From an optimization exercise on the open Yosys and OpenROAD flow, aimed at small area and a short achievable clock period; shortcuts taken in it are not production practice. At most, simulation tests tie the RTL to the original design; equivalence was not proved. Function not checked in runs 4 and 5: the RTL went through the layout flow alone. No activity file was given, so power comes from the tool's default toggle rates.

==> flow/design.v <==
package wts_timing_pkg;
	localparam int NUM_CH    = 5;   
	localparam int NUM_SLOTS = 6;   
	localparam int CPU_SLOT  = 5;   
	localparam int SLOT_W    = 3;   
endpackage
package wts_wave_pkg;
	localparam int SAMPLE_W = 8;               
	localparam int PHASE_W  = 5;               
	localparam int ID_W     = 3;               
	localparam int RAM_AW   = ID_W + PHASE_W;  
	localparam int VOL_W    = 4;    
	localparam int FREQ_W   = 12;   
	localparam int OUT_W    = 12;
	localparam int OUT_MID  = 2048;  
	function automatic logic [15:0] add16(input logic [15:0] a, input logic [15:0] b, input logic cin);
		logic [15:0] p, g, gg, pp, gn, pn;
		p = a ^ b;
		g = a & b;
		g[0] = g[0] | (p[0] & cin);
		gg = g;
		pp = p;
		for (int d = 1; d < 16; d = d * 2) begin
			gn = gg;
			pn = pp;
			for (int i = d; i < 16; i++) begin
				gn[i] = gg[i] | (pp[i] & gg[i-d]);
				pn[i] = pp[i] & pp[i-d];
			end
			gg = gn;
			pp = pn;
		end
		add16 = p ^ {gg[14:0], cin};
	endfunction
endpackage
`timescale 1ns/1ps
module wts_slot_arbiter (
	input  logic                               clk,
	input  logic                               nreset,
	input  logic [wts_wave_pkg::PHASE_W-1:0]   phase_next,
	input  logic                               write_pending,
	output logic [wts_timing_pkg::SLOT_W-1:0]  slot,
	output logic                               cpu_grant,
	output logic                               next_is_cpu,    
	output logic [wts_wave_pkg::RAM_AW-1:0]    play_addr_next,  
	output logic                               ram_we,
	output logic                               play_valid,
	output logic [wts_timing_pkg::SLOT_W-1:0]  play_channel
);
	logic [wts_timing_pkg::SLOT_W-1:0] slot_inc;
	assign slot_inc = (slot == wts_timing_pkg::SLOT_W'(wts_timing_pkg::NUM_SLOTS - 1)) ? '0 : slot + 1'b1;
	always_ff @(posedge clk) begin
		slot <= nreset ? slot_inc : '0;
	end
	assign cpu_grant = (slot == wts_timing_pkg::SLOT_W'(wts_timing_pkg::CPU_SLOT));
	assign next_is_cpu    = (slot_inc == wts_timing_pkg::SLOT_W'(wts_timing_pkg::CPU_SLOT));
	assign play_addr_next = {slot_inc[wts_wave_pkg::ID_W-1:0],
		(slot_inc < wts_timing_pkg::SLOT_W'(wts_timing_pkg::NUM_CH)) ? phase_next : wts_wave_pkg::PHASE_W'(0)};
	assign ram_we = cpu_grant & write_pending;
	always_ff @(posedge clk) begin
		if (!nreset) begin
			play_valid   <= 1'b0;
			play_channel <= '0;
		end else begin
			play_valid   <= ~cpu_grant;
			play_channel <= slot;
		end
	end
endmodule
`timescale 1ns/1ps
module wts_cpu_port (
	input  logic                                clk,
	input  logic                                nreset,
	input  logic [wts_wave_pkg::ID_W-1:0]       sram_id,
	input  logic [wts_wave_pkg::PHASE_W-1:0]    sram_a,
	input  logic [wts_wave_pkg::SAMPLE_W-1:0]   sram_d,
	input  logic                                sram_oe,
	input  logic                                sram_we,
	input  logic                                cpu_grant,
	input  logic [wts_wave_pkg::SAMPLE_W-1:0]   ram_q,
	output logic [wts_wave_pkg::RAM_AW-1:0]     cpu_addr,
	output logic                                strobe,
	output logic [wts_wave_pkg::SAMPLE_W-1:0]   cpu_data,
	output logic                                write_pending,
	output logic [wts_wave_pkg::SAMPLE_W-1:0]   sram_q,
	output logic                                sram_q_en
);
	logic                              read_pending;
	logic [wts_wave_pkg::ID_W-1:0]     req_id;
	logic [wts_wave_pkg::PHASE_W-1:0]  req_a;
	assign strobe = sram_oe | sram_we;
	always_ff @(posedge clk) begin
		if (strobe) begin
			req_id   <= sram_id;
			req_a    <= sram_a;
			cpu_data <= sram_d;
		end
	end
	always_ff @(posedge clk) begin
		if (!nreset) begin
			read_pending  <= 1'b0;
			write_pending <= 1'b0;
		end else if (strobe) begin
			read_pending  <= sram_oe;
			write_pending <= sram_we;
		end else if (cpu_grant) begin
			read_pending  <= 1'b0;
			write_pending <= 1'b0;
		end
	end
	always_ff @(posedge clk) begin
		if (!nreset) begin
			sram_q_en <= 1'b0;
		end else begin
			sram_q_en <= cpu_grant & read_pending;
		end
	end
	assign cpu_addr      = {req_id, req_a};
	assign sram_q   = ram_q;   
endmodule
`timescale 1ns/1ps
module wts_tone_generator (
	input  logic                              clk,
	input  logic                              nreset,
	input  logic [wts_timing_pkg::SLOT_W-1:0] slot,
	input  logic [wts_timing_pkg::NUM_CH-1:0] key_on,
	input  logic [wts_timing_pkg::NUM_CH*wts_wave_pkg::FREQ_W-1:0] reg_frequency_count,   
	output logic [wts_wave_pkg::PHASE_W-1:0]  phase_next   
);
	localparam int NS = wts_timing_pkg::NUM_SLOTS;
	logic [wts_wave_pkg::PHASE_W-1:0] phase [NS];
	logic [wts_wave_pkg::FREQ_W-1:0]  count [NS];
	logic                             update_en;
	logic                             key;
	logic [wts_wave_pkg::FREQ_W-1:0]  freq;
	logic [wts_wave_pkg::PHASE_W-1:0] phase_upd;
	logic [wts_wave_pkg::FREQ_W-1:0]  count_upd;
	assign update_en = (slot < wts_timing_pkg::SLOT_W'(wts_timing_pkg::NUM_CH));
	assign key       = update_en && key_on[slot];
	assign freq      = reg_frequency_count[slot*wts_wave_pkg::FREQ_W +: wts_wave_pkg::FREQ_W];
	always_comb begin
		phase_upd = phase[0];
		count_upd = count[0];
		if (key) begin
			phase_upd = '0;   
			count_upd = freq;
		end else if (update_en) begin
			if (count[0] == '0) begin
				count_upd = freq;
				phase_upd = phase[0] + 1'b1;   
			end else begin
				count_upd = wts_wave_pkg::FREQ_W'(wts_wave_pkg::add16(16'(count[0]), 16'hffff, 1'b0));
			end
		end
	end
	always_ff @(posedge clk) begin
		for (int i = 0; i < NS - 1; i++) begin
			phase[i] <= nreset ? phase[i+1] : '0;
			count[i] <= nreset ? count[i+1] : '0;
		end
		phase[NS-1] <= phase_upd;
		count[NS-1] <= count_upd;
	end
	assign phase_next = phase[1];
endmodule
`timescale 1ns/1ps
module wts_wave_ram (
	input  logic                              clk,
	input  logic                              nreset,          
	input  logic                              next_is_cpu,     
	input  logic [wts_wave_pkg::RAM_AW-1:0]   play_addr_next,  
	input  logic                              strobe,          
	input  logic [wts_wave_pkg::RAM_AW-1:0]   in_addr,
	input  logic                              ram_we,          
	input  logic [wts_wave_pkg::RAM_AW-1:0]   wr_addr,         
	input  logic [wts_wave_pkg::SAMPLE_W-1:0] ram_wdata,
	output logic [wts_wave_pkg::SAMPLE_W-1:0] ram_q
);
	localparam int AW        = wts_wave_pkg::RAM_AW;
	localparam int DW        = wts_wave_pkg::SAMPLE_W;
	localparam int DEPTH     = 2**AW;
	localparam int HW        = AW / 2;
	localparam int HN        = 2**HW;
	localparam int PORT_STEP = 6;   
	localparam int NPORT     = (DEPTH + PORT_STEP - 1) / PORT_STEP;
	logic [DEPTH*DW-1:0] ring;        
	logic [AW-1:0]       rot;         
	logic [HN-1:0]       rd_sel_lo;   
	logic [HN-1:0]       rd_sel_hi;
	logic [AW-1:0]       rd_pos;      
	logic                rd_fwd;      
	logic [AW-1:0]       wb_cnt;      
	logic [AW-1:0]       wb_addr;
	logic [DW-1:0]       wb_data;
	logic                wb_valid;
	logic [NPORT-1:0]    port_en;
	logic                wb_commit;   
	logic [AW-1:0]       wb_cnt_next;
	logic                wb_valid_next;
	logic [AW-1:0]       rd_pos_next;
	logic                rd_fwd_next;
	logic                wb_keep;
	function automatic logic at_port(input logic [AW-1:0] cnt);
		at_port = 1'b0;
		for (int j = 0; j < NPORT; j++) at_port = at_port | (cnt == AW'(j * PORT_STEP + 2));
	endfunction
	always_comb begin
		for (int j = 0; j < NPORT; j++) begin
			port_en[j] = wb_commit && (wb_cnt == AW'(j * PORT_STEP + 2));
		end
	end
	always_ff @(posedge clk) begin
		for (int i = 0; i < DEPTH; i++) begin
			if ((i % PORT_STEP) == 0 && port_en[i / PORT_STEP]) begin
				ring[i*DW +: DW] <= wb_data;
			end else begin
				ring[i*DW +: DW] <= ring[((i + 1) % DEPTH)*DW +: DW];
			end
		end
	end
	function automatic logic [AW-1:0] pos_of(input logic [AW-1:0] addr, input logic [AW-1:0] r);
		pos_of = AW'(wts_wave_pkg::add16(16'(addr), 16'(~r), 1'b0));
	endfunction
	assign wb_keep       = wb_valid && !wb_commit;
	assign wb_cnt_next   = ram_we ? rd_pos : AW'(wts_wave_pkg::add16(16'(wb_cnt), 16'hffff, 1'b0));
	assign wb_valid_next = ram_we || wb_keep;
	function automatic logic fwd_of(input logic [AW-1:0] addr, input logic we, input logic [AW-1:0] waddr,
		input logic keep, input logic [AW-1:0] baddr);
		fwd_of = we ? (waddr == addr) : (keep && baddr == addr);
	endfunction
	always_comb begin
		logic [AW-1:0] p_cpu;
		logic          f_cpu;
		p_cpu = strobe ? pos_of(in_addr, rot) : pos_of(wr_addr, rot);
		f_cpu = strobe ? fwd_of(in_addr, ram_we, wr_addr, wb_keep, wb_addr)
			: fwd_of(wr_addr, ram_we, wr_addr, wb_keep, wb_addr);
		if (!nreset) begin
			rd_pos_next = ~rot;
			rd_fwd_next = fwd_of('0, ram_we, wr_addr, wb_keep, wb_addr);
		end else if (next_is_cpu) begin
			rd_pos_next = p_cpu;
			rd_fwd_next = f_cpu;
		end else begin
			rd_pos_next = pos_of(play_addr_next, rot);
			rd_fwd_next = fwd_of(play_addr_next, ram_we, wr_addr, wb_keep, wb_addr);
		end
	end
	always_comb begin
		rd_pos = '0;
		for (int k = 0; k < HN; k++) begin
			if (rd_sel_lo[k]) rd_pos[HW-1:0]  = rd_pos[HW-1:0] | HW'(k);
			if (rd_sel_hi[k]) rd_pos[AW-1:HW] = rd_pos[AW-1:HW] | HW'(k);
		end
	end
	always_ff @(posedge clk) begin
		rot <= AW'(wts_wave_pkg::add16(16'(rot), 16'd1, 1'b0));
		if (ram_we) begin
			wb_addr  <= wr_addr;
			wb_data  <= ram_wdata;
		end
		wb_cnt    <= wb_cnt_next;
		wb_valid  <= wb_valid_next;
		wb_commit <= wb_valid_next && at_port(wb_cnt_next);
		rd_fwd <= rd_fwd_next;
		for (int k = 0; k < HN; k++) begin
			rd_sel_lo[k] <= (rd_pos_next[HW-1:0] == HW'(k));
			rd_sel_hi[k] <= (rd_pos_next[AW-1:HW] == HW'(k));
		end
	end
	always_ff @(posedge clk) begin
		logic [DW-1:0] grp;
		logic [DW-1:0] rd_data;
		rd_data = '0;
		for (int j = 0; j < HN; j++) begin
			grp = '0;
			for (int k = 0; k < HN; k++) begin
				grp = grp | (ring[(j*HN + k)*DW +: DW] & {DW{rd_sel_lo[k]}});
			end
			rd_data = rd_data | (grp & {DW{rd_sel_hi[j]}});
		end
		ram_q <= rd_fwd ? wb_data : rd_data;
	end
endmodule
`timescale 1ns/1ps
module wts_channel_mixer (
	input  logic                              clk,
	input  logic                              nreset,
	input  logic                              play_valid,
	input  logic [wts_timing_pkg::SLOT_W-1:0] play_channel,
	input  logic [wts_wave_pkg::SAMPLE_W-1:0] ram_q,
	input  logic [wts_timing_pkg::NUM_CH*wts_wave_pkg::VOL_W-1:0] reg_volume,   
	input  logic [wts_timing_pkg::NUM_CH*2-1:0] reg_enable,   
	output logic [wts_wave_pkg::OUT_W-1:0]    left_out,
	output logic [wts_wave_pkg::OUT_W-1:0]    right_out
);
	localparam int SW = wts_wave_pkg::SAMPLE_W;
	localparam int VW = wts_wave_pkg::VOL_W;
	localparam int OW = wts_wave_pkg::OUT_W;
	localparam int RW = SW + 2;   
	logic [RW-1:0]   left_a;    
	logic [RW-1:0]   left_b;    
	logic [RW-1:0]   right_a;
	logic [RW-1:0]   right_b;
	logic [VW-1:0]   ch_vol;
	logic [1:0]      ch_en;
	logic [VW-1:0]   vol_l;
	logic [VW-1:0]   vol_r;
	logic [RW-1:0]   q1;
	logic [RW-1:0]   q2;
	logic [RW-1:0]   q3;
	logic [OW-1:0]   left_sum;
	logic [OW-1:0]   right_sum;
	logic [OW-1:0]   left_total;
	logic [OW-1:0]   right_total;
	function automatic logic [RW-1:0] row(input logic [1:0] digit, input logic [RW-1:0] m1,
		input logic [RW-1:0] m2, input logic [RW-1:0] m3);
		case (digit)
			2'd0: row = '0;
			2'd1: row = m1;
			2'd2: row = m2;
			default: row = m3;
		endcase
	endfunction
	function automatic logic [OW-1:0] mix_add(input logic [OW-1:0] sum, input logic [RW-1:0] a_row,
		input logic [RW-1:0] b_row);
		logic [15:0] a, b, c, s, cy, t;
		a  = 16'($signed(a_row));
		b  = 16'($signed(b_row)) << 2;
		c  = {sum, 4'b0};
		s  = a ^ b ^ c;
		cy = ((a & b) | (a & c) | (b & c)) << 1;
		t  = wts_wave_pkg::add16(s, cy, 1'b0);
		mix_add = t[15:4];
	endfunction
	assign ch_vol = reg_volume[play_channel*VW +: VW];
	assign ch_en  = (nreset && play_valid) ? reg_enable[play_channel*2 +: 2] : 2'b00;
	assign vol_l  = ch_en[1] ? ch_vol : '0;
	assign vol_r  = ch_en[0] ? ch_vol : '0;
	assign q1     = RW'($signed(ram_q));
	assign q2     = q1 << 1;
	assign q3     = RW'(wts_wave_pkg::add16(16'($signed(ram_q)), 16'($signed(ram_q)) << 1, 1'b0));
	always_ff @(posedge clk) begin
		left_a  <= row(vol_l[1:0], q1, q2, q3);
		left_b  <= row(vol_l[3:2], q1, q2, q3);
		right_a <= row(vol_r[1:0], q1, q2, q3);
		right_b <= row(vol_r[3:2], q1, q2, q3);
	end
	assign left_total  = mix_add(left_sum, left_a, left_b);
	assign right_total = mix_add(right_sum, right_a, right_b);
	always_ff @(posedge clk) begin
		if (!nreset) begin
			left_sum  <= '0;
			right_sum <= '0;
			left_out  <= OW'(wts_wave_pkg::OUT_MID);
			right_out <= OW'(wts_wave_pkg::OUT_MID);
		end else if (play_valid) begin
			left_sum  <= left_total;
			right_sum <= right_total;
		end else begin
			left_out  <= left_total ^ OW'(wts_wave_pkg::OUT_MID);
			right_out <= right_total ^ OW'(wts_wave_pkg::OUT_MID);
			left_sum  <= '0;
			right_sum <= '0;
		end
	end
endmodule
`timescale 1ns/1ps
module wts_sound_core (
	input  logic                                clk,
	input  logic                                nreset,
	input  logic [wts_timing_pkg::NUM_CH-1:0]   key_on,
	input  logic [wts_timing_pkg::NUM_CH*wts_wave_pkg::FREQ_W-1:0] reg_frequency_count,   
	input  logic [wts_timing_pkg::NUM_CH*wts_wave_pkg::VOL_W-1:0]  reg_volume,            
	input  logic [wts_timing_pkg::NUM_CH*2-1:0]                    reg_enable,            
	input  logic [wts_wave_pkg::ID_W-1:0]       sram_id,
	input  logic [wts_wave_pkg::PHASE_W-1:0]    sram_a,
	input  logic [wts_wave_pkg::SAMPLE_W-1:0]   sram_d,
	input  logic                                sram_oe,
	input  logic                                sram_we,
	output logic [wts_wave_pkg::SAMPLE_W-1:0]   sram_q,
	output logic                                sram_q_en,
	output logic [wts_wave_pkg::OUT_W-1:0]      left_out,
	output logic [wts_wave_pkg::OUT_W-1:0]      right_out
);
	logic [wts_timing_pkg::SLOT_W-1:0]  slot;
	logic                               next_is_cpu;
	logic [wts_wave_pkg::RAM_AW-1:0]    play_addr_next;
	logic                               strobe;
	logic                               cpu_grant;
	logic                               ram_we;
	logic [wts_wave_pkg::SAMPLE_W-1:0]  ram_q;
	logic                               play_valid;
	logic [wts_timing_pkg::SLOT_W-1:0]  play_channel;
	logic [wts_wave_pkg::PHASE_W-1:0]   phase_next;
	logic [wts_wave_pkg::RAM_AW-1:0]    cpu_addr;
	logic [wts_wave_pkg::SAMPLE_W-1:0]  cpu_data;
	logic                               write_pending;
	wts_slot_arbiter u_slot_arbiter (
		.clk           (clk),
		.nreset        (nreset),
		.phase_next    (phase_next),
		.write_pending (write_pending),
		.slot          (slot),
		.cpu_grant     (cpu_grant),
		.next_is_cpu   (next_is_cpu),
		.play_addr_next (play_addr_next),
		.ram_we        (ram_we),
		.play_valid    (play_valid),
		.play_channel  (play_channel)
	);
	wts_cpu_port u_cpu_port (
		.clk           (clk),
		.nreset        (nreset),
		.sram_id       (sram_id),
		.sram_a        (sram_a),
		.sram_d        (sram_d),
		.sram_oe       (sram_oe),
		.sram_we       (sram_we),
		.cpu_grant     (cpu_grant),
		.ram_q         (ram_q),
		.cpu_addr      (cpu_addr),
		.strobe        (strobe),
		.cpu_data      (cpu_data),
		.write_pending (write_pending),
		.sram_q        (sram_q),
		.sram_q_en     (sram_q_en)
	);
	wts_tone_generator u_tone_generator (
		.clk                 (clk),
		.nreset              (nreset),
		.slot                (slot),
		.key_on              (key_on),
		.reg_frequency_count (reg_frequency_count),
		.phase_next          (phase_next)
	);
	wts_wave_ram u_wave_ram (
		.clk       (clk),
		.ram_we    (ram_we),
		.nreset    (nreset),
		.next_is_cpu (next_is_cpu),
		.play_addr_next (play_addr_next),
		.strobe    (strobe),
		.in_addr   ({sram_id, sram_a}),
		.wr_addr   (cpu_addr),
		.ram_wdata (cpu_data),
		.ram_q     (ram_q)
	);
	wts_channel_mixer u_channel_mixer (
		.clk          (clk),
		.nreset       (nreset),
		.play_valid   (play_valid),
		.play_channel (play_channel),
		.ram_q        (ram_q),
		.reg_volume   (reg_volume),
		.reg_enable   (reg_enable),
		.left_out     (left_out),
		.right_out    (right_out)
	);
endmodule
==> flow/flow/run.sh <==
#!/bin/bash
set -euo pipefail
bash standard.sh \
	BUFFER_PORTS_ARGS="-buffer_cell sky130_fd_sc_hd__buf_2" \
	CTS_ARGS="-sink_clustering_enable -repair_clock_nets -sink_clustering_size 15 -sink_clustering_max_diameter 60 -buf_list sky130_fd_sc_hd__clkbuf_8 -dont_use_dummy_load" \
	finish > standard_flow.log 2>&1
==> flow/standard.sh <==
#!/bin/bash
# synth_recipe.tcl (not shown) runs the flow's synth.tcl, then flattens the netlist and writes it again
# the make line also repeats each setting of config.mk as NAME=value (left out here)
make -C /OpenROAD-flow-scripts/flow DESIGN_CONFIG=/design/flow/config.mk WORK_HOME=/design/flow/orfs CLKGATE_MAP_FILE= SYNTH_SCRIPT=/design/flow/synth_recipe.tcl "${@:-finish}"
==> flow/config.mk <==
export PLATFORM = sky130hd
export DESIGN_NAME = wts_sound_core
export DESIGN_NICKNAME = wts_sound_core
export VERILOG_FILES = /design/flow/design.v
export SDC_FILE = /design/flow/constraint.sdc
export NUM_CORES = 4
export LEC_CHECK = 0
export CAP_MARGIN = 20
export CORE_MARGIN = 2
export CORE_UTILIZATION = 55
export SETUP_SLACK_MARGIN = 3.6
export SLEW_MARGIN = 20
==> flow/constraint.sdc <==
create_clock -name core_clock -period 6.5 [get_ports {clk}]
set_input_delay 1.3000 -clock core_clock [delete_from_list [all_inputs] [get_ports {clk}]]
set_output_delay 1.3000 -clock core_clock [all_outputs]
set_load 0.01 [all_outputs]
==> results of run 1 <==
worst paths after layout:
| check | slack, ns | cells past startpoint | from | to |
|---|---|---|---|---|
| worst min register to register | 0.30 | 0 | u_wave_ram.ring[1771] | u_wave_ram.ring[1763] |
| worst max register to register | 3.49 | 3 | u_wave_ram.wb_cnt[7] | u_wave_ram.ring[1159] |
| worst min-delay path | 0.30 | 0 | u_wave_ram.ring[1771] | u_wave_ram.ring[1763] |
| worst max-delay path | 3.49 | 3 | u_wave_ram.wb_cnt[7] | u_wave_ram.ring[1159] |
power breakdown:
part | total, µW | internal (µW) | switching (µW)
Combinational | 1260 | 445 | 817
Clock | 6830 | 2460 | 4360
Sequential | 14800 | 14600 | 249
routing by layer:
| layer | global-route usage | vias up |
|---|---|---|
| met1 | 0.474 | 23600 |
| li1 | - | 20300 |
| met4 | 0.104 | 8 |
| met2 | 0.508 | 2000 |
| met5 | 0 | - |
| met3 | 0.0581 | 397 |
flip-flops by register name, summed over array words and instances (netlist names), 12 cells and up:
signal and count:
u_channel_mixer.left_out 12, u_channel_mixer.right_out 12, u_channel_mixer.right_sum 12, u_wave_ram.ring 2048, u_wave_ram.rd_sel_hi 16, u_channel_mixer.left_sum 12
u_tone_generator.phase 30, u_wave_ram.rd_sel_lo 16, u_tone_generator.count 72
cell type report:
cell class / count / area (µm²) / share of cell area
flip-flops and latches: 2335 / 47200 / 0.612
multi-input cells: 2650 / 22300 / 0.289
repair buffers: 333 / 2870 / 0.0372
clock buffers: 179 / 2460 / 0.0320
well taps: 1662 / 2080 / 0.0270
inverters: 53 / 206 / 0.00268
diodes: 5 / 12.5 / 0.000162
cell families (layout without fill, tap and decap cells):
group,after synthesis,in the layout,synth area share
other cells,0,5,0
flops,2335,2335,0.671
mux,389,389,0.0649
xor+xnor,86,86,0.0107
buf+inv,392,565,0.0211
fa+ha+maj,88,88,0.0187
compound gates,1344,1344,0.156
simple gates,743,743,0.0578
worst max-delay path: stages (launching register included):
cell and delay [ns]:
sky130_fd_sc_hd__dfxtp_1 0.64, sky130_fd_sc_hd__nor2b_1 0.74, sky130_fd_sc_hd__nand3_1 0.90, sky130_fd_sc_hd__mux2_2 0.57
placed cells by master (no fill, tap or decap), types with 28 or more instances in the layout:
master,instances
sky130_fd_sc_hd__a21oi_1,32
sky130_fd_sc_hd__a221oi_1,435
sky130_fd_sc_hd__a22o_1,434
sky130_fd_sc_hd__a22oi_1,188
sky130_fd_sc_hd__and2_1,130
sky130_fd_sc_hd__buf_12,28
sky130_fd_sc_hd__buf_2,146
sky130_fd_sc_hd__buf_4,130
sky130_fd_sc_hd__clkbuf_8,179
sky130_fd_sc_hd__dfxtp_1,2269
sky130_fd_sc_hd__dfxtp_4,28
sky130_fd_sc_hd__edfxtp_1,32
sky130_fd_sc_hd__ha_1,53
sky130_fd_sc_hd__inv_1,47
sky130_fd_sc_hd__mux2_2,344
sky130_fd_sc_hd__nand2_1,78
sky130_fd_sc_hd__nand3_1,76
sky130_fd_sc_hd__nand4_1,158
sky130_fd_sc_hd__nor2_1,116
sky130_fd_sc_hd__nor3_1,32
sky130_fd_sc_hd__o21ai_0,77
sky130_fd_sc_hd__xnor2_1,46
sky130_fd_sc_hd__xor2_1,40
metrics by stage:
| step | setup WS (ns) | total power, µW | hold slack (ns) | util | std cells |
|---|---|---|---|---|---|
| after floorplan | 3.13 | 15800 | 0.331 | - | 5377 |
| after global placement | 2.57 | 16200 | 0.332 | 0.572 | 6937 |
| after detailed placement | 2.47 | 16200 | 0.336 | 0.572 | 6937 |
| after CTS | 3.49 | 22900 | 0.289 | 0.600 | 7174 |
| after global routing | 3.46 | 23600 | 0.296 | 0.607 | 7216 |
| final | 3.49 | 22900 | 0.297 | 0.607 | 7217 |
what timing repair did:
| item | CTS | global route |
|---|---|---|
| gates resized for setup | 106 | 94 |
| pin swaps | 17 | 38 |
| setup endpoints to repair | 76 | 92 |
| cloned | 6 | 0 |
| buffers inserted | 52 | 38 |
==> impl_metrics.toml, run 1 <==
[sta]
slew_headroom = 0.206
max_freq_mhz = 332
setup_viol = 0
clock_skew_ns = 0.0713
timing.final.hold_violations = 0
final_max_slew_viol_count = 0
period_minus_slack_ns = 3.01
fin_crit_sh = 0.463
total_negative_setup_slacks_ns = 0
grt_setup_unrepaired = "true"
worstMarginPinSlew_ns = 1.19

[drt]
num_vias = 46300
drc = 0
m1WireLength_um = 97500
final_antenna_net_count = 0
met2RoutedLength_um = 98700
wl_met3_um = 18900
dr.max_layer_used = "met5"
avgViaCountPerCell = 6.41
detailedRoute.firstIterationViolations = 4820
routed_wire_length_per_instance_um = 30.8
drt_wl_total_um = 222000
drt-pass1-iter-count = 6

[grt]
grt-ovfl-total = 0
grt_max_degree = 66
number_of_antenna_violations_at_the_first_check_in_global_routing = 15
grt_pass1_wl_um = 316000
track_usage = 0.330
first_global_vias = 45400

[yosys]
yosysTopAreaCell = "sky130_fd_sc_hd__dfxtp_1"
synthesis.area_mm2 = 0.0702
synth_cell_types = 78
synthArstFlopShare = 0
synth-edff-count = 32
synth.ff_latch_count = 2335
synth.yosys.warnings = 7
synth_flop_cell = "sky130_fd_sc_hd__dfxtp_1"
avg_synthesized_cell_area_um2 = 13.0
synthesis.instances = 5377
synth.top_cell.area_share = 0.657
ys_seq_area_frac = 0.671
synth.net_count = 5580
synth.top_cells.by_count = "2303 x sky130_fd_sc_hd__dfxtp_1, 442 x sky130_fd_sc_hd__a221oi_1, 434 x sky130_fd_sc_hd__a22o_1"
synth.area.top_cells = "sky130_fd_sc_hd__dfxtp_1 66%, sky130_fd_sc_hd__mux2_2 5.6%, sky130_fd_sc_hd__a221oi_1 5.5%"
cell_with_the_most_instances_after_synthesis = "sky130_fd_sc_hd__dfxtp_1"

[setup_path]
path_max_fanout = 12
data_required_critical_path_ns = 7.29
arrival_ns = 3.80
cp-end-kind = "flop"
timing_worst_setup_path_type = "flop to flop"
startpoint_type = "flop"

[place]
place.detailed.hpwl_um = 128000
io_buffer_count = 147
dpl-instance-area_mm2 = 0.0727
gp_congestion = 0.887

[floorplan]
die_x_um = 361
io_pins = 148
num_rows = 131
floorplan.die.height_um = 361
die_area_mm2 = 0.130
fp.coreArea_mm2 = 0.127
floorplan.initialDensity = 0.552

[run]
cap_viol_max_count = 0

[finish]
layout.filler_cells = 10100
areaGrowthSynthToFinish_pct = 9.86
drive_gt1_frac = 0.189
layout.cell_area.non_filler_mm2 = 0.0771
layout.nets = 5755

[clock_tree]
tritoncts.num_buffers = 179
clk_root_buffer_cell = "sky130_fd_sc_hd__clkbuf_8"
hold_buf_cts = 0
clock_tree.buffer_depth = 3
h-tree-depth = 4
register_clock_pin_slew_on_the_reported_worst_setup_and_hold_paths_ns = 0.10
tritoncts = "built"
tritoncts_num_sinks = 2335
clk_latency_ns = 0.95

[power]
power_density_mw_per_mm2 = 297
ir_worst_vdd_mv = 0.221
power.static_leakage_uw = 0.0301

[run_status]
status = "no timing/DRC/antenna violations"

[worst_hold_path]
holdCritPathClass = "flop to flop"
==> run 2: changes to the inputs <==
--- a/flow/config.mk
+++ b/flow/config.mk
@@ -7,6 +7,6 @@
 export LEC_CHECK = 0
-export CAP_MARGIN = 20
+export CAP_MARGIN = 5
 export CORE_MARGIN = 2
-export CORE_UTILIZATION = 55
+export CORE_UTILIZATION = 40
 export SETUP_SLACK_MARGIN = 3.6
-export SLEW_MARGIN = 20
+export SLEW_MARGIN = 5
==> run 2 against run 1 <==
Against the previous run: critical path depth up 4; sequential share of layout area decreased by 0.57 points; utilization shrank 16 points; critical path type unchanged.
==> impl_metrics.toml, run 2 <==
[yosys]
synth.net_count = 5580
yosysTopAreaCell = "sky130_fd_sc_hd__dfxtp_1"
synth.top_cell.area_share = 0.657
fraction_of_synthesized_area_in_multiplexers = 0.0649
ys_seq_area_frac = 0.671
synth_flop_cell = "sky130_fd_sc_hd__dfxtp_1"
synth-edff-count = 32
synth.area.top_cells = "sky130_fd_sc_hd__dfxtp_1 66%, sky130_fd_sc_hd__mux2_2 5.6%, sky130_fd_sc_hd__a221oi_1 5.5%"
synthesis.instances = 5377
cell_with_the_most_instances_after_synthesis = "sky130_fd_sc_hd__dfxtp_1"
synth.yosys.warnings = 7
synth.top_cells.by_count = "2303 x sky130_fd_sc_hd__dfxtp_1, 442 x sky130_fd_sc_hd__a221oi_1, 434 x sky130_fd_sc_hd__a22o_1"
synthesis.area_mm2 = 0.0702
synthXorXnorAreaFrac = 0.0107
post_synth_fa_ha_maj_area_fraction = 0.0187
avg_synthesized_cell_area_um2 = 13.0
synth_cell_types = 78
synth_compound_gate_area_share = 0.156
synth_top_family_by_area = "compound AO/OA/AOI/OAI gates"
synthSimpleGateAreaFrac = 0.0578
synthArstFlopShare = 0
synth.ff_latch_count = 2335

[worst_hold_path]
holdCritPathClass = "flop to flop"

[drt]
avgViaCountPerCell = 5.93
drc = 0
drt-pass1-iter-count = 6
routed_wire_length_per_instance_um = 28.9
final_antenna_net_count = 0
num_vias = 46600
drt_wl_total_um = 227000
detailedRoute.firstIterationViolations = 5038

[finish]
layout.cell_area.non_filler_mm2 = 0.0778
layout.filler_cells = 15600
reg.largest.list = "u_wave_ram.ring: 2048 flops, u_tone_generator.count: 72 flops, u_tone_generator.phase: 30 flops"
drive_gt1_frac = 0.187
final_cell_count_no_fill = 7855
final-seq-area_mm2 = 0.0472
areaGrowthSynthToFinish_pct = 10.9
final_common_cell = "sky130_fd_sc_hd__dfxtp_1"
layout.nets = 5728
multiInputGateArea_mm2 = 0.0223
largest_register_ff_count = 2048
most-common-layout-cells = "2266 x sky130_fd_sc_hd__dfxtp_1, 438 x sky130_fd_sc_hd__a221oi_1, 434 x sky130_fd_sc_hd__a22o_1"
register_with_the_highest_flop_count = "u_wave_ram.ring"

[clock_tree]
tritoncts.num_buffers = 180
h-tree-depth = 4
tritoncts_num_sinks = 2335
register_clock_pin_slew_on_the_reported_worst_setup_and_hold_paths_ns = 0.10
tritoncts = "built"
clk_root_buffer_cell = "sky130_fd_sc_hd__clkbuf_8"
clk_latency_ns = 0.97
clock_tree.buffer_depth = 3
hold_buf_cts = 0

[grt]
number_of_antenna_violations_at_the_first_check_in_global_routing = 13
grt_pass1_wl_um = 322000
track_usage = 0.242
grt-ovfl-total = 0
grt_max_degree = 97
first_global_vias = 46200

[setup_path]
worst_path_max_delay_cell = "sky130_fd_sc_hd__a22oi_2"
crit_chain = "buf_12, a22o_1, a221oi_1, nand4_1, a22oi_2, nand4_1, o31a_1"
data_required_critical_path_ns = 7.32
critical_path.max_stage_delay_ns = 0.51
timing_worst_setup_path_type = "flop to flop"
startpoint_type = "flop"
worst_path_most_repeated_cell = "sky130_fd_sc_hd__nand4_1"
path_max_fanout = 70
arrival_ns = 3.75
cp-end-kind = "flop"

[sta]
setup_viol = 0
final_max_slew_viol_count = 0
max_freq_mhz = 340
period_minus_slack_ns = 2.94
clock_skew_ns = 0.0829
slew_headroom = 0.197
total_negative_setup_slacks_ns = 0
fin_crit_sh = 0.452
timing.final.hold_violations = 0
grt_setup_unrepaired = "true"
worstMarginPinSlew_ns = 1.20

[floorplan]
die_x_um = 423
io_pins = 148
floorplan.die.height_um = 423
floorplan.initialDensity = 0.403
die_area_mm2 = 0.179
num_rows = 153
fp.coreArea_mm2 = 0.174

[run_status]
status = "no timing/DRC/antenna violations"

[place]
dpl-instance-area_mm2 = 0.0735
io_buffer_count = 147
dp.cells = 7595
place.detailed.hpwl_um = 131000
gp_congestion = 0.911

[run]
cap_viol_max_count = 0

[power]
power.static_leakage_uw = 0.0300
ir_worst_vdd_mv = 0.139
power_density_mw_per_mm2 = 295
[run 2: changes by cell type in the layout (fill, tap and decap cells not counted), moves of 4 or more]
cell | previous run | this run
sky130_fd_sc_hd__a211oi_2 | 8 | 12
sky130_fd_sc_hd__ha_4 | 3 | 7
sky130_fd_sc_hd__o21ai_2 | 5 | 9
sky130_fd_sc_hd__a22oi_1 | 188 | 192
sky130_fd_sc_hd__a211oi_1 | 11 | 7
sky130_fd_sc_hd__buf_12 | 28 | 16
sky130_fd_sc_hd__clkbuf_16 | 0 | 4
sky130_fd_sc_hd__buf_6 | 10 | 16
sky130_fd_sc_hd__buf_4 | 130 | 102
sky130_fd_sc_hd__a22oi_2 | 18 | 14
[run 2: per-stage QoR]
step	total power [µW]	util	worst slack (ns)	hold slack [ns]
final	23000	0.447	3.56	0.294
after floorplan	15800	-	3.13	0.331
after CTS	22900	0.442	3.60	0.286
after global routing	23700	0.447	3.47	0.297
after detailed placement	16200	0.422	2.51	0.336
after global placement	16200	0.422	2.54	0.333
[run 2: critical path, delay by kind of cell, from the launching register on]
kind	cells	cell delay (ns)
flip-flops	1	0.49
AND/OR/NAND/NOR	2	0.57
buffers and inverters	1	0.32
AO/OA/AOI/OAI	4	1.39
[run 2: logic make-up after synthesis]
kind of cell,after synthesis
DFF,2335
AOI/OAI and AO/OA,1344
and+or+nand+nor,743
buffers and inverters,392
muxes,389
adders and majority gates,88
xor gates and xnor gates,86
[run 2: final timing paths]
path                            start                    to  slack [ns]  cells after the start
max          u_wave_ram.rd_sel_lo[11]   u_wave_ram.ram_q[6]        3.56                      7
min              u_wave_ram.ring[232]  u_wave_ram.ring[224]        0.29                      0
max reg2reg  u_wave_ram.rd_sel_lo[11]   u_wave_ram.ram_q[6]        3.56                      7
min reg2reg      u_wave_ram.ring[232]  u_wave_ram.ring[224]        0.29                      0
[run 2: timing repair]
action | in CTS | in global routing
gates cloned | 8 | 4
buffers inserted | 31 | 30
setup endpoints to repair | 75 | 83
pin swaps | 26 | 55
resized for setup | 109 | 105
[run 2: cell type report]
class,instances,area share
Multi-Input combinational cell,2650,0.287
Inverter,53,0.00269
Clock buffer,180,0.0318
Timing Repair Buffer,305,0.0348
Antenna cell,7,0.000225
Sequential cell,2335,0.606
Tap cell,2325,0.0374
[run 2: report_power, final]
part           leakage, µW  switching [µW]  internal, µW  total (µW)
Clock              0.00129            4380          2470        6860
Combinational      0.00981             833           445        1280
Sequential          0.0189             248         14600       14800
[run 2: metal layers]
layer | share of wire | global-route usage
met1 | 0.43 | 0.327
met2 | 0.44 | 0.376
met3 | 0.087 | 0.0543
met4 | 0.041 | 0.0965
met5 | 0.00020 | 0
==> run 3: changes to the inputs <==
--- a/flow/config.mk
+++ b/flow/config.mk
@@ -7,6 +7,9 @@
 export LEC_CHECK = 0
-export CAP_MARGIN = 5
+export CAP_MARGIN = 20
 export CORE_MARGIN = 2
 export CORE_UTILIZATION = 40
+export CTS_BUF_LIST = sky130_fd_sc_hd__clkbuf_8
+export CTS_CLUSTER_DIAMETER = 60
+export CTS_CLUSTER_SIZE = 15
 export SETUP_SLACK_MARGIN = 3.6
-export SLEW_MARGIN = 5
+export SLEW_MARGIN = 20
==> run 3 against run 2 <==
Against the previous run: still clean; cell count stayed put; synthesized area stayed put; via count stayed put; hold slack stayed put; sequential share of layout area stayed put; critical path depth stayed put; combinational power hardly changed; critical path type unchanged; highest routed layer unchanged.
==> impl_metrics.toml, run 3 <==
[floorplan]
num_rows = 153
io_pins = 148
die_x_um = 423
fp.coreArea_mm2 = 0.174
die_area_mm2 = 0.179
floorplan.initialDensity = 0.403
floorplan.die.height_um = 423

[finish]
final-seq-area_mm2 = 0.0472
drive_gt1_frac = 0.187
layout.cell_area.non_filler_mm2 = 0.0778
register_with_the_highest_flop_count = "u_wave_ram.ring"
largest_register_ff_count = 2048
layout.filler_cells = 15600
areaGrowthSynthToFinish_pct = 10.9
reg.largest.list = "u_wave_ram.ring: 2048 flops, u_tone_generator.count: 72 flops, u_tone_generator.phase: 30 flops"
most-common-layout-cells = "2266 x sky130_fd_sc_hd__dfxtp_1, 438 x sky130_fd_sc_hd__a221oi_1, 434 x sky130_fd_sc_hd__a22o_1"
layout.nets = 5728
final_common_cell = "sky130_fd_sc_hd__dfxtp_1"
multiInputGateArea_mm2 = 0.0223

[setup_path]
cp-end-kind = "flop"
arrival_ns = 3.75
data_required_critical_path_ns = 7.32
startpoint_type = "flop"
path_max_fanout = 70
timing_worst_setup_path_type = "flop to flop"

[grt]
grt_pass1_wl_um = 322000
first_global_vias = 46200
grt-ovfl-total = 0
grt_max_degree = 97
track_usage = 0.242
number_of_antenna_violations_at_the_first_check_in_global_routing = 13

[yosys]
synthSimpleGateAreaFrac = 0.0578
synth-edff-count = 32
post_synth_fa_ha_maj_area_fraction = 0.0187
synth.ff_latch_count = 2335
ys_seq_area_frac = 0.671
synth_top_family_by_area = "compound AO/OA/AOI/OAI gates"
synthXorXnorAreaFrac = 0.0107
synthesis.area_mm2 = 0.0702
yosysTopAreaCell = "sky130_fd_sc_hd__dfxtp_1"
synth_cell_types = 78
synth_flop_cell = "sky130_fd_sc_hd__dfxtp_1"
fraction_of_synthesized_area_in_multiplexers = 0.0649
cell_with_the_most_instances_after_synthesis = "sky130_fd_sc_hd__dfxtp_1"
avg_synthesized_cell_area_um2 = 13.0
synth_compound_gate_area_share = 0.156
synth.top_cell.area_share = 0.657
synth.top_cells.by_count = "2303 x sky130_fd_sc_hd__dfxtp_1, 442 x sky130_fd_sc_hd__a221oi_1, 434 x sky130_fd_sc_hd__a22o_1"
synthesis.instances = 5377
synthArstFlopShare = 0
synth.yosys.warnings = 7
synth.net_count = 5580
synth.area.top_cells = "sky130_fd_sc_hd__dfxtp_1 66%, sky130_fd_sc_hd__mux2_2 5.6%, sky130_fd_sc_hd__a221oi_1 5.5%"

[clock_tree]
register_clock_pin_slew_on_the_reported_worst_setup_and_hold_paths_ns = 0.10
clock_tree.buffer_depth = 3
tritoncts_num_sinks = 2335
tritoncts = "built"
clk_latency_ns = 0.97
h-tree-depth = 4
clk_root_buffer_cell = "sky130_fd_sc_hd__clkbuf_8"
tritoncts.num_buffers = 180
hold_buf_cts = 0

[power]
clockPowerShare = 0.299
logic_pwr_share = 0.056
sequentialPowerShare = 0.646
ir_worst_vdd_mv = 0.139
power.static_leakage_uw = 0.0300
swShare = 0.238
power_total_uw = 23000
p_sw_uw = 5470
power.internal_uw = 17500
power_density_mw_per_mm2 = 295

[drt]
drt_wl_total_um = 227000
detailedRoute.firstIterationViolations = 5038
routed_wire_length_per_instance_um = 28.9
drc = 0
drt-pass1-iter-count = 6
final_antenna_net_count = 0
num_vias = 46600
avgViaCountPerCell = 5.93

[sta]
timing.final.hold_violations = 0
period_minus_slack_ns = 2.94
max_freq_mhz = 340
slew_headroom = 0.197
fin_crit_sh = 0.452
final_max_slew_viol_count = 0
setup_viol = 0
total_negative_setup_slacks_ns = 0
clock_skew_ns = 0.0829
grt_setup_unrepaired = "true"
worstMarginPinSlew_ns = 1.20

[worst_hold_path]
holdCritPathClass = "flop to flop"

[place]
dpl-instance-area_mm2 = 0.0735
io_buffer_count = 147
gp_congestion = 0.911
place.detailed.hpwl_um = 131000

[run_status]
status = "no timing/DRC/antenna violations"

[run]
cap_viol_max_count = 0
==> run 3: timing repair <==
item,in CTS,in global routing
gates cloned,8,4
buffers inserted,31,30
endpoints found under the setup margin,75,75
resized for setup,109,104
pin swaps,26,55
==> run 3: area by class of cell <==
type	count	area share
multi-input combinational	2650	0.287
inverter	53	0.00269
sequential	2335	0.606
antenna	7	0.000225
timing repair buffer	305	0.0348
clock buffer	180	0.0318
tap	2325	0.0374
==> run 3: routing by layer <==
metal	global-route usage	share of wire	up-vias
li1	-	-	20300
met1	0.327	0.43	23600
met2	0.376	0.44	2145
met3	0.0543	0.087	508
met4	0.0965	0.041	8
met5	0	0.00020	-
==> run 3: power groups by stage <==
stage	registers, µW	clock network [µW]	logic, µW
after floorplan	15000	0	767
after global placement	15200	0	1050
after detailed placement	15200	0	1060
after CTS	14800	6960	1150
after global routing	14900	7480	1340
final	14800	6860	1280
==> run 3: path summary, 6_finish.rpt <==
check	from	end	slack (ns)	cells past startpoint
worst max-delay path	u_wave_ram.rd_sel_lo[11]	u_wave_ram.ram_q[6]	3.56	7
worst min-delay path	u_wave_ram.ring[232]	u_wave_ram.ring[224]	0.29	0
worst max register to register	u_wave_ram.rd_sel_lo[11]	u_wave_ram.ram_q[6]	3.56	7
worst min register to register	u_wave_ram.ring[232]	u_wave_ram.ring[224]	0.29	0
==> run 3: critical path, cell delays in order, from the launching register on <==
cell and delay [ns]:
sky130_fd_sc_hd__dfxtp_4 0.49, sky130_fd_sc_hd__buf_12 0.32, sky130_fd_sc_hd__a22o_1 0.30, sky130_fd_sc_hd__a221oi_1 0.24, sky130_fd_sc_hd__nand4_1 0.27, sky130_fd_sc_hd__a22oi_2 0.51
sky130_fd_sc_hd__nand4_1 0.30, sky130_fd_sc_hd__o31a_1 0.34
==> run 3: logic make-up (layout without fill, tap and decap cells) <==
group,count (synthesis),in the layout
DFF,2335,2335
AOI/OAI and AO/OA,1344,1344
and+or+nand+nor,743,743
buffers and inverters,392,538
muxes,389,389
adders and majority gates,88,88
xor gates and xnor gates,86,86
other,0,7
==> run 3: per-stage QoR <==
step	hold WS, ns	utilization	std cells	worst slack [ns]
floorplan	0.331	-	5377	3.13
global placement	0.333	0.422	7595	2.54
detailed placement	0.336	0.422	7595	2.51
CTS	0.286	0.442	7814	3.60
global route	0.297	0.447	7851	3.47
finish	0.294	0.447	7855	3.56
==> run 4: changes to the inputs <==
--- a/flow/design.v
+++ b/flow/design.v
@@ -188,2 +188,3 @@
 	logic [HN-1:0]       rd_sel_lo;   
+	logic [HN-1:0]       rd_sel_lo2;  
 	logic [HN-1:0]       rd_sel_hi;
@@ -206,2 +207,8 @@
 	endfunction
+	function automatic logic at_port_sel(input logic [HN-1:0] hi, input logic [HN-1:0] lo);
+		at_port_sel = 1'b0;
+		for (int j = 0; j < NPORT; j++) begin
+			at_port_sel = at_port_sel | (hi[(j * PORT_STEP + 2) / HN] & lo[(j * PORT_STEP + 2) % HN]);
+		end
+	endfunction
 	always_comb begin
@@ -262,6 +269,7 @@
 		wb_valid  <= wb_valid_next;
-		wb_commit <= wb_valid_next && at_port(wb_cnt_next);
+		wb_commit <= ram_we ? at_port_sel(rd_sel_hi, rd_sel_lo) : (wb_keep && at_port(wb_cnt_next));
 		rd_fwd <= rd_fwd_next;
 		for (int k = 0; k < HN; k++) begin
-			rd_sel_lo[k] <= (rd_pos_next[HW-1:0] == HW'(k));
+			rd_sel_lo[k]  <= (rd_pos_next[HW-1:0] == HW'(k));
+			rd_sel_lo2[k] <= (rd_pos_next[HW-1:0] == HW'(k));
 			rd_sel_hi[k] <= (rd_pos_next[AW-1:HW] == HW'(k));
@@ -276,3 +284,3 @@
 			for (int k = 0; k < HN; k++) begin
-				grp = grp | (ring[(j*HN + k)*DW +: DW] & {DW{rd_sel_lo[k]}});
+				grp = grp | (ring[(j*HN + k)*DW +: DW] & {DW{(j < HN / 2) ? rd_sel_lo[k] : rd_sel_lo2[k]}});
 			end
==> run 4 against run 3 <==
Against the previous run: sequential power hardly changed; maximum frequency is 4.4% lower; clock skew is 0.044 ns higher; highest routed layer unchanged; synthesized area is 0.11% higher; still clean; utilization is 0.18 points lower; global-route usage is 0.39 points lower; die area is 0.11% higher; cell count is 1.3% higher.
==> impl_metrics.toml, run 4 <==
[finish]
final-seq-area_mm2 = 0.0472
register_with_the_highest_flop_count = "u_wave_ram.ring"
drive_gt1_frac = 0.183
layout.nets = 5824
multiInputGateArea_mm2 = 0.0221
final_common_cell = "sky130_fd_sc_hd__dfxtp_1"
layout.cell_area.non_filler_mm2 = 0.0776
areaGrowthSynthToFinish_pct = 10.5
most-common-layout-cells = "2267 x sky130_fd_sc_hd__dfxtp_1, 356 x sky130_fd_sc_hd__a221oi_1, 354 x sky130_fd_sc_hd__a22o_1"
reg.largest.list = "u_wave_ram.ring: 2048 flops, u_tone_generator.count: 72 flops, u_tone_generator.phase: 30 flops"
largest_register_ff_count = 2048
layout.filler_cells = 16000

[yosys]
synthArstFlopShare = 0
synth-edff-count = 32
synthesis.area_mm2 = 0.0702
synth.ff_latch_count = 2335
synthesis.instances = 5442
synth_cell_types = 81
synth.top_cell.area_share = 0.656
ys_seq_area_frac = 0.670
avg_synthesized_cell_area_um2 = 12.9
synth.net_count = 5645
synth.area.top_cells = "sky130_fd_sc_hd__dfxtp_1 66%, sky130_fd_sc_hd__mux2_2 5.6%, sky130_fd_sc_hd__a221oi_1 4.4%"
synth.yosys.warnings = 7
yosysTopAreaCell = "sky130_fd_sc_hd__dfxtp_1"
synth.top_cells.by_count = "2303 x sky130_fd_sc_hd__dfxtp_1, 357 x sky130_fd_sc_hd__a22oi_1, 356 x sky130_fd_sc_hd__a221oi_1"
synth_flop_cell = "sky130_fd_sc_hd__dfxtp_1"
cell_with_the_most_instances_after_synthesis = "sky130_fd_sc_hd__dfxtp_1"

[drt]
detailedRoute.firstIterationViolations = 5086
avgViaCountPerCell = 5.89
final_antenna_net_count = 0
num_vias = 46900
drt-pass1-iter-count = 6
drt_wl_total_um = 222000
drc = 0
routed_wire_length_per_instance_um = 27.9

[sta]
max_freq_mhz = 326
clock_skew_ns = 0.127
period_minus_slack_ns = 3.07
fin_hold_ws_ns = 0.283
final_max_slew_viol_count = 0
setup_ws_ns = 3.43
timing.final.hold_violations = 0
total_negative_setup_slacks_ns = 0
grt_setup_unrepaired = "true"
fin_crit_sh = 0.473
setup_viol = 0
worstMarginPinSlew_ns = 1.18
slew_headroom = 0.213

[grt]
grt-ovfl-total = 0
grt_max_degree = 80
first_global_vias = 46600
number_of_antenna_violations_at_the_first_check_in_global_routing = 12
grt_pass1_wl_um = 318000
track_usage = 0.238

[setup_path]
cp-end-kind = "flop"
crit-reg2reg-capture = "u_wave_ram.ram_q[5]"
timing.reg2reg.worst_path_depth = 8
timing_worst_setup_path_type = "flop to flop"
data_required_critical_path_ns = 7.34
worstSetupEndpoint = "u_wave_ram.ram_q[5]"
startpoint_type = "flop"
worst_setup_path_startpoint = "u_wave_ram.rd_sel_lo2[15]"
r2r_start = "u_wave_ram.rd_sel_lo2[15]"
path_max_fanout = 55
arrival_ns = 3.91
setup_slack_reg_to_reg_ns = 3.43

[worst_hold_path]
holdCritPathClass = "flop to flop"

[run_status]
status = "no timing/DRC/antenna violations"

[power]
power_density_mw_per_mm2 = 295
power.static_leakage_uw = 0.0299
ir_worst_vdd_mv = 0.245

[clock_tree]
h-tree-depth = 4
hold_buf_cts = 0
clock_tree.buffer_depth = 3
tritoncts.num_buffers = 181
tritoncts = "built"
clk_root_buffer_cell = "sky130_fd_sc_hd__clkbuf_8"
tritoncts_num_sinks = 2335
clk_latency_ns = 1.01
register_clock_pin_slew_on_the_reported_worst_setup_and_hold_paths_ns = 0.09

[floorplan]
die_x_um = 423
num_rows = 153
floorplan.die.height_um = 423
fp.coreArea_mm2 = 0.174
floorplan.initialDensity = 0.403
io_pins = 148
die_area_mm2 = 0.179

[place]
place.detailed.hpwl_um = 134000
placement.setup.worst_slack_ns = 2.39
gp_congestion = 0.890
dpl-instance-area_mm2 = 0.0737
io_buffer_count = 147

[run]
cap_viol_max_count = 0
[run 4: cell types whose count changed in the layout (fill, tap and decap cells not counted), moves of 10 or more]
cell	delta
sky130_fd_sc_hd__a21oi_1	+23
sky130_fd_sc_hd__a221oi_1	-82
sky130_fd_sc_hd__a22o_1	-80
sky130_fd_sc_hd__a22oi_1	+148
sky130_fd_sc_hd__and2_1	-26
sky130_fd_sc_hd__buf_4	+32
sky130_fd_sc_hd__nand3_1	+24
sky130_fd_sc_hd__nor2_1	+54
sky130_fd_sc_hd__nor3_2	+11
sky130_fd_sc_hd__o21ai_1	+10
[run 4: worst max-delay path: stages (launching register included)]
cell and delay [ns]:
sky130_fd_sc_hd__dfxtp_4 0.52, sky130_fd_sc_hd__buf_12 0.28, sky130_fd_sc_hd__a22o_1 0.27, sky130_fd_sc_hd__a221oi_1 0.21, sky130_fd_sc_hd__nand3_1 0.10, sky130_fd_sc_hd__o21ai_1 0.25
sky130_fd_sc_hd__nand4_1 0.36, sky130_fd_sc_hd__or4_1 0.61, sky130_fd_sc_hd__mux2_2 0.27
[run 4: kinds of logic after synthesis]
| logic type | after synthesis | synth area share |
|---|---|---|
| fa+ha+maj | 88 | 0.0187 |
| mux | 387 | 0.0644 |
| buf+inv | 386 | 0.0216 |
| flops | 2335 | 0.670 |
| xor+xnor | 91 | 0.0113 |
| simple gates | 802 | 0.0611 |
| compound gates | 1353 | 0.153 |
[run 4: worst min path at each step]
stage,startpoint,endpoint,slack [ns],cells after the start
final,u_wave_ram.ring[477],u_wave_ram.ring[469],0.28,0
after floorplan,u_wave_ram.ring[22],u_wave_ram.ring[14],0.33,0
after detailed placement,u_wave_ram.ring[613],u_wave_ram.ring[605],0.34,0
after global routing,u_wave_ram.ring[432],u_wave_ram.ring[424],0.29,0
after global placement,u_wave_ram.ring[1061],u_wave_ram.ring[1053],0.33,0
after CTS,u_wave_ram.ring[432],u_wave_ram.ring[424],0.28,0
[run 4: cell type report]
type | instances | area share
antenna | 10 | 0.000322
clock buffer | 181 | 0.0321
inverter | 48 | 0.00240
multi-input combinational | 2721 | 0.285
sequential | 2335 | 0.608
tap | 2325 | 0.0375
timing repair buffer | 334 | 0.0343
[run 4: where the power goes]
part	leakage, µW	internal [µW]	switching, µW
clock network	0.00130	2490	4430
registers	0.0189	14600	253
logic	0.00969	414	759
[run 4: layer usage]
layer | vias up | routed length, µm | part of all wire | GRT usage
met2 | 2177 | 96300 | 0.43 | 0.361
met3 | 437 | 18100 | 0.082 | 0.0416
met5 | - | 21 | 0.000095 | 0
met4 | 4 | 8920 | 0.040 | 0.0949
met1 | 23800 | 98600 | 0.44 | 0.336
li1 | 20500 | - | - | -
[run 4: through the flow]
stage                     instances  utilization  total power [µW]
after floorplan                5442            -             15800
after global placement         7691        0.423             16200
after detailed placement       7691        0.423             16200
after CTS                      7903        0.442             22900
after global routing           7946        0.445             23600
final                          7954        0.445             22900
[run 4: repair_timing]
item,in CTS,in global routing
pin swaps,31,44
cloned,0,0
endpoints found under the setup margin,141,152
resized for setup,114,72
setup buffers,31,40
==> run 5: changes to the inputs <==
--- a/flow/design.v
+++ b/flow/design.v
@@ -188,3 +188,3 @@
 	logic [HN-1:0]       rd_sel_lo;   
-	logic [HN-1:0]       rd_sel_lo2;  
+	logic [HN-1:0]       rd_hi;       
 	logic [HN-1:0]       rd_sel_hi;
@@ -258,3 +258,3 @@
 			if (rd_sel_lo[k]) rd_pos[HW-1:0]  = rd_pos[HW-1:0] | HW'(k);
-			if (rd_sel_hi[k]) rd_pos[AW-1:HW] = rd_pos[AW-1:HW] | HW'(k);
+			if (rd_hi[k]) rd_pos[AW-1:HW] = rd_pos[AW-1:HW] | HW'(k);
 		end
@@ -269,3 +269,3 @@
 		wb_valid  <= wb_valid_next;
-		wb_commit <= ram_we ? at_port_sel(rd_sel_hi, rd_sel_lo) : (wb_keep && at_port(wb_cnt_next));
+		wb_commit <= ram_we ? at_port_sel(rd_hi, rd_sel_lo) : (wb_keep && at_port(wb_cnt_next));
 		rd_fwd <= rd_fwd_next;
@@ -273,4 +273,4 @@
 			rd_sel_lo[k]  <= (rd_pos_next[HW-1:0] == HW'(k));
-			rd_sel_lo2[k] <= (rd_pos_next[HW-1:0] == HW'(k));
-			rd_sel_hi[k] <= (rd_pos_next[AW-1:HW] == HW'(k));
+			rd_hi[k]      <= (rd_pos_next[AW-1:HW] == HW'(k));
+			rd_sel_hi[k] <= (rd_pos_next[AW-1:HW] == HW'(k)) && !rd_fwd_next;   
 		end
@@ -284,3 +284,3 @@
 			for (int k = 0; k < HN; k++) begin
-				grp = grp | (ring[(j*HN + k)*DW +: DW] & {DW{(j < HN / 2) ? rd_sel_lo[k] : rd_sel_lo2[k]}});
+				grp = grp | (ring[(j*HN + k)*DW +: DW] & {DW{rd_sel_lo[k]}});
 			end
@@ -288,3 +288,3 @@
 		end
-		ram_q <= rd_fwd ? wb_data : rd_data;
+		ram_q <= rd_data | (wb_data & {DW{rd_fwd}});
 	end
==> run 5 against run 4 <==
Against the previous run: still clean; sequential cell count rose by 16; setup slack improved by 0.028 ns; via count up 2.9%; highest routed layer unchanged.
==> impl_metrics.toml, run 5 <==
[run_status]
status = "no timing/DRC/antenna violations"

[yosys]
synth.yosys.warnings = 7
synth.area.top_cells = "sky130_fd_sc_hd__dfxtp_1 66%, sky130_fd_sc_hd__a221oi_1 5.7%, sky130_fd_sc_hd__a22o_1 5.6%"
synth.top_cells.by_count = "2319 x sky130_fd_sc_hd__dfxtp_1, 464 x sky130_fd_sc_hd__a221oi_1, 455 x sky130_fd_sc_hd__a22o_1"
synthesis.area_mm2 = 0.0707
avg_synthesized_cell_area_um2 = 13.0
ys_seq_area_frac = 0.670
synth.ff_latch_count = 2351
cell_with_the_most_instances_after_synthesis = "sky130_fd_sc_hd__dfxtp_1"
yosysTopAreaCell = "sky130_fd_sc_hd__dfxtp_1"
synthesis.instances = 5439
synth.net_count = 5642
synth.top_cell.area_share = 0.656
synth_cell_types = 82
synth-edff-count = 32
synthArstFlopShare = 0
synth_flop_cell = "sky130_fd_sc_hd__dfxtp_1"

[sta]
max_freq_mhz = 328
grt_setup_unrepaired = "true"
slew_headroom = 0.247
period_minus_slack_ns = 3.04
timing.final.hold_violations = 0
setup_viol = 0
fin_crit_sh = 0.468
worstMarginPinSlew_ns = 1.12
final_max_slew_viol_count = 0
total_negative_setup_slacks_ns = 0
fin_hold_ws_ns = 0.271
clock_skew_ns = 0.147

[setup_path]
crit-reg2reg-capture = "u_wave_ram.ram_q[5]"
path_max_fanout = 20
worst_path_most_repeated_cell = "sky130_fd_sc_hd__a221oi_1"
critical_path.max_stage_delay_ns = 0.60
total_buffers_and_inverters_traversed_by_the_critical_path = 2
timing.reg2reg.worst_path_depth = 9
worstSetupEndpoint = "u_wave_ram.ram_q[5]"
critical-path-top-delay-family = "compound AO/OA/AOI/OAI gates"
worst_setup_path_startpoint = "u_wave_ram.rd_sel_lo[12]"
startpoint_type = "flop"
worst_path_max_delay_cell = "sky130_fd_sc_hd__o21ai_0"
data_required_critical_path_ns = 7.26
arrival_ns = 3.81
r2r_start = "u_wave_ram.rd_sel_lo[12]"
crit_chain = "buf_4, clkbuf_16, a22o_1, a221oi_1, nand3_1, o21ai_0, nand4_1, a221oi_1, nand3b_1"
setup_slack_reg_to_reg_ns = 3.46
path_depth = 9
timing_worst_setup_path_type = "flop to flop"
cp-end-kind = "flop"

[finish]
register_with_the_highest_flop_count = "u_wave_ram.ring"
reg.largest.list = "u_wave_ram.ring: 2048 flops, u_tone_generator.count: 72 flops, u_tone_generator.phase: 30 flops"
most-common-layout-cells = "2283 x sky130_fd_sc_hd__dfxtp_1, 453 x sky130_fd_sc_hd__a22o_1, 427 x sky130_fd_sc_hd__a221oi_1"
areaGrowthSynthToFinish_pct = 14.2
largest_register_ff_count = 2048
final_common_cell = "sky130_fd_sc_hd__dfxtp_1"
layout.cell_area.non_filler_mm2 = 0.0808
final_cell_count_no_fill = 8048
layout.nets = 5910
drive_gt1_frac = 0.212

[place]
place.detailed.hpwl_um = 128000
dp.cells = 7667
gp_congestion = 0.884
dpl-instance-area_mm2 = 0.0741
io_buffer_count = 147

[drt]
drt_wl_total_um = 239000
drt-pass1-iter-count = 6
avgViaCountPerCell = 6.00
routed_wire_length_per_instance_um = 29.7
num_vias = 48200
drc = 0
final_antenna_net_count = 0
detailedRoute.firstIterationViolations = 5572

[clock_tree]
clk_latency_ns = 0.96
tritoncts_num_sinks = 2351
clock_tree.buffer_depth = 3
tritoncts.num_buffers = 182
tritoncts = "built"
hold_buf_cts = 0
register_clock_pin_slew_on_the_reported_worst_setup_and_hold_paths_ns = 0.10
clk_root_buffer_cell = "sky130_fd_sc_hd__clkbuf_8"
h-tree-depth = 4

[power]
power.static_leakage_uw = 0.0313
power_density_mw_per_mm2 = 284
power_total_uw = 22900
ir_worst_vdd_mv = 0.213

[grt]
grt.met1_usage = 0.355
grt_pass1_wl_um = 338000
first_global_vias = 47100
grt-ovfl-total = 0
number_of_antenna_violations_at_the_first_check_in_global_routing = 15
track_usage = 0.255
use_met3 = 0.0450
globalRoute.busiestLayer = "met2"
globalRouteMet2Util = 0.392
grt_max_degree = 91

[worst_hold_path]
holdCritPathClass = "flop to flop"
min_path_cells = 0

[floorplan]
fp.coreArea_mm2 = 0.176
floorplan.die.height_um = 425
die_x_um = 425
floorplan.initialDensity = 0.402
io_pins = 148
num_rows = 154
die_area_mm2 = 0.180

[run]
cap_viol_max_count = 0
run 5: worst min path at each step:
stage	start	end	slack (ns)
after floorplan	u_wave_ram.ring[30]	u_wave_ram.ring[22]	0.33
after global placement	u_wave_ram.ring[564]	u_wave_ram.ring[556]	0.33
after detailed placement	u_wave_ram.ring[1879]	u_wave_ram.ring[1871]	0.34
after CTS	u_wave_ram.ring[1408]	u_wave_ram.ring[1400]	0.28
after global routing	u_wave_ram.ring[1408]	u_wave_ram.ring[1400]	0.28
final	u_wave_ram.ring[1408]	u_wave_ram.ring[1400]	0.27
run 5: area by class of cell:
| type | count | area [µm²] |
|---|---|---|
| Antenna cell | 3 | 7.51 |
| Multi-Input combinational cell | 2705 | 23000 |
| Timing Repair Buffer | 421 | 4730 |
| Sequential cell | 2351 | 47500 |
| Inverter | 45 | 184 |
| Timing Repair inverter | 1 | 5.00 |
| Clock buffer | 182 | 2500 |
| Fill cell | 15700 | 95100 |
| Tap cell | 2340 | 2930 |
run 5: layer usage:
| layer | vias up | routed length [µm] |
|---|---|---|
| li1 | 20800 | - |
| met2 | 2396 | 106000 |
| met1 | 24500 | 102000 |
| met4 | 6 | 9930 |
| met5 | - | 34 |
| met3 | 462 | 21300 |
run 5: per-stage QoR:
stage / utilization / setup WS, ns
floorplan: - / 3.12
global placement: 0.421 / 2.48
detailed placement: 0.421 / 2.43
CTS: 0.455 / 3.49
global route: 0.459 / 3.38
finish: 0.459 / 3.46
run 5: power breakdown:
part           internal (µW)  switching, µW  leakage (µW)
clock network           2500           4460       0.00131
registers              14600            205        0.0190
logic                    426            739        0.0109
total                  17500           5400        0.0313
run 5: cell families after synthesis:
logic type / synth area share
adder cells (fa/ha/maj): 0.0185
AO/OA/AOI/OAI: 0.156
flip-flops: 0.670
XOR/XNOR: 0.00991
AND/OR/NAND/NOR: 0.0603
multiplexers: 0.0639
buffers and inverters: 0.0215
run 5: timing repair:
item,4_1_cts,5_1_grt
buffers inserted,126,31
gates cloned,35,4
setup endpoints to repair,111,150
resized for setup,239,88
pin swaps,83,65

[port drivers added, routing unchanged]
How much do the figures lean on ideal ports? The routed layouts below were timed once more, with nothing changed but the port constraints.
Step 1: set_driving_cell puts a clkbuf_16 on clk and a buf_2 on each other input, an assumption about the parent block.
Step 2 times the ports against the registers' clock, not the clock port: input delays grow and output delays shrink by t, the midpoint of the rising clock arrivals with the driver on.
Three values: ideal, step 1, step 2; two values: the first two.
run | t (ns) | setup slack, ns | worst setup path at the end
run 1 | 0.988 | 3.489 / 3.489 / 2.765 | input to register
run 2 | 1.000 | 3.562 / 3.562 / 2.613 | input to register
run 3 | 1.000 | 3.562 / 3.562 / 2.613 | input to register
run 4 | 1.023 | 3.428 / 3.428 / 2.954 | input to register
run 5 | 0.979 | 3.456 / 3.456 / 2.626 | input to register
After both steps every run listed still meets setup and hold.
